This is an optimization exercise on Yosys and OpenROAD, whose aim is small area, not a production implementation. Only simulation tests tie the RTL to the original design; equivalence was not proved.

## rv_core_top
module rv_core_top (
  input  logic        clk,
  input  logic        rst,
  input  logic [31:0] insn_from_imem,
  output logic [31:0] pc_to_imem,
  output logic        halt,
  output logic [31:0] trace_completed_pc,
  output logic [31:0] trace_completed_insn,
  output logic        trace_rd_we,
  output logic [4:0]  trace_rd,
  output logic [31:0] trace_rd_data
);
Settings: LEC_CHECK=0, CAP_MARGIN=20, CORE_MARGIN=2, CORE_UTILIZATION=40, SETUP_SLACK_MARGIN=0.1, SLEW_MARGIN=20, SYNTH_HIERARCHICAL=1; clock period 12.0 ns.
standard.sh (not shown) runs the stock make flow with config.mk's settings and CLKGATE_MAP_FILE= SYNTH_SCRIPT=/design/flow/synth_recipe.tcl, a recipe that flattens the netlist after the stock synthesis.
==> flow/flow/run.sh <==
#!/bin/bash
set -euo pipefail
export BUFFER_PORTS_ARGS="-buffer_cell sky130_fd_sc_hd__buf_1"
export CTS_ARGS="-sink_clustering_enable -repair_clock_nets -dont_use_dummy_load -buf_list sky130_fd_sc_hd__clkbuf_4 -sink_clustering_size 9 -sink_clustering_max_diameter 50"
bash standard.sh > flow_make.log 2>&1
Edit:
==> flow/run.sh (new file) <==
#!/bin/bash
# synth_recipe.tcl (not shown) runs the flow's synth.tcl, then flattens the netlist and writes it again
# the make line also repeats each setting of config.mk as NAME=value (left out here)
make -C /OpenROAD-flow-scripts/flow DESIGN_CONFIG=/design/flow/config.mk WORK_HOME=/design/flow/orfs CLKGATE_MAP_FILE= SYNTH_SCRIPT=/design/flow/synth_recipe.tcl finish
- CTS_BUF_LIST: not set -> sky130_fd_sc_hd__clkbuf_4
- CTS_CLUSTER_DIAMETER: not set -> 50
- CTS_CLUSTER_SIZE: not set -> 9
removed: flow/flow/run.sh
removed: flow/standard.sh
After rerunning: Count of clock-buffer cells in the layout grows by 6. Die area stays the same. Final area came out higher by 3.9%. Core utilization increases by 1.8 points. Hold slack gets better by 14 ps. Wire length increases by 0.98%. Fmax goes down by 1.2%. Via count is higher by about 1.2%. Global-route usage hardly moves.

---

Setup of epsilon:
Another version of the RTL of rv_core_top (not shown whole).
Size: roughly 3200 cells after synthesis, about 170 I/O pins, roughly 48000 sq um of cells after synthesis.
Settings: LEC_CHECK=0, CAP_MARGIN=20, CORE_MARGIN=2, CORE_UTILIZATION=40, SETUP_SLACK_MARGIN=0.3, SLEW_MARGIN=20, SYNTH_HIERARCHICAL=1; clock period 12.0 ns.
==> flow/flow/run.sh <==
#!/bin/bash
set -euo pipefail
export BUFFER_PORTS_ARGS="-buffer_cell sky130_fd_sc_hd__buf_1"
export CTS_ARGS="-sink_clustering_enable -repair_clock_nets -dont_use_dummy_load -buf_list sky130_fd_sc_hd__clkbuf_4 -sink_clustering_size 8 -sink_clustering_max_diameter 50"
export RECOVER_POWER=100
bash standard.sh > flow_make.log 2>&1
epsilon finished every stage; the final checks, however, were not passed, the failures being capacitance limit, slew limit.
Input-level comparison between beta and epsilon:
- swapping 0.3 for 0.1 in SETUP_SLACK_MARGIN
==> flow/flow/run.sh <==
#!/bin/bash
set -euo pipefail
export BUFFER_PORTS_ARGS="-buffer_cell sky130_fd_sc_hd__buf_1"
export CTS_ARGS="-sink_clustering_enable -repair_clock_nets -dont_use_dummy_load -buf_list sky130_fd_sc_hd__clkbuf_16 -sink_clustering_size 24 -sink_clustering_max_diameter 80"
bash standard.sh > flow_make.log 2>&1
In summary, beta completed successfully, with a layout that passed the timing, DRC and antenna checks. Compared with epsilon, beta improves net load switching power. Comparing epsilon and beta, sequential share of layout area is lower on beta. Register-to-register slack: beta vs epsilon up 0.82 ns. In terms of proportion of layout cells with a drive suffix above 1, epsilon and beta differ only marginally. Re finished layout cell area: epsilon and beta aren't equal, and the lower value belongs to epsilon. Start point of the critical path: insn_from_imem[17] -> beta, insn_from_imem[20] -> epsilon. When beta is set beside epsilon, its final cell count turns out to be about 2% smaller. The higher transition time of the tightest slew-check pin of epsilon and beta is in epsilon.

==> what the ideal ports hide <==
Ports are ideal in the flow. The routed layouts listed here were re-timed in OpenROAD. Step 1 assumes that a clkbuf_16 drives the clock port and a buf_2 every other input. Step 2, shift: input delay + t, output delay - t, t = (earliest + latest rising clock arrival at the registers) / 2. This alone moves slack from input paths to output paths. Three values: ideal ports, drivers, drivers and shift; two values: the first two.
| run | t, ns | setup slack, ns | clock arrival spread, ns | worst slew at a driven data input, ns |
|---|---|---|---|---|
| the first run of note 1 | 1.128 | 0.323 / 0.244 / 0.244 | 0.133 / 0.132 | 0.11 |
| the second run of note 1 | 1.160 | 0.185 / 0.120 / 0.120 | 0.127 / 0.127 | 0.12 |
| epsilon | 1.120 | 0.251 / 0.131 / 0.131 | 0.196 / 0.196 | 0.11 |
| beta | 0.744 | 0.219 / 0.187 / 0.187 | 0.104 / 0.104 | 0.09 |
The setup slack of epsilon, which loses most, moves by -0.120 ns with the drivers and by -0.120 ns with both steps.
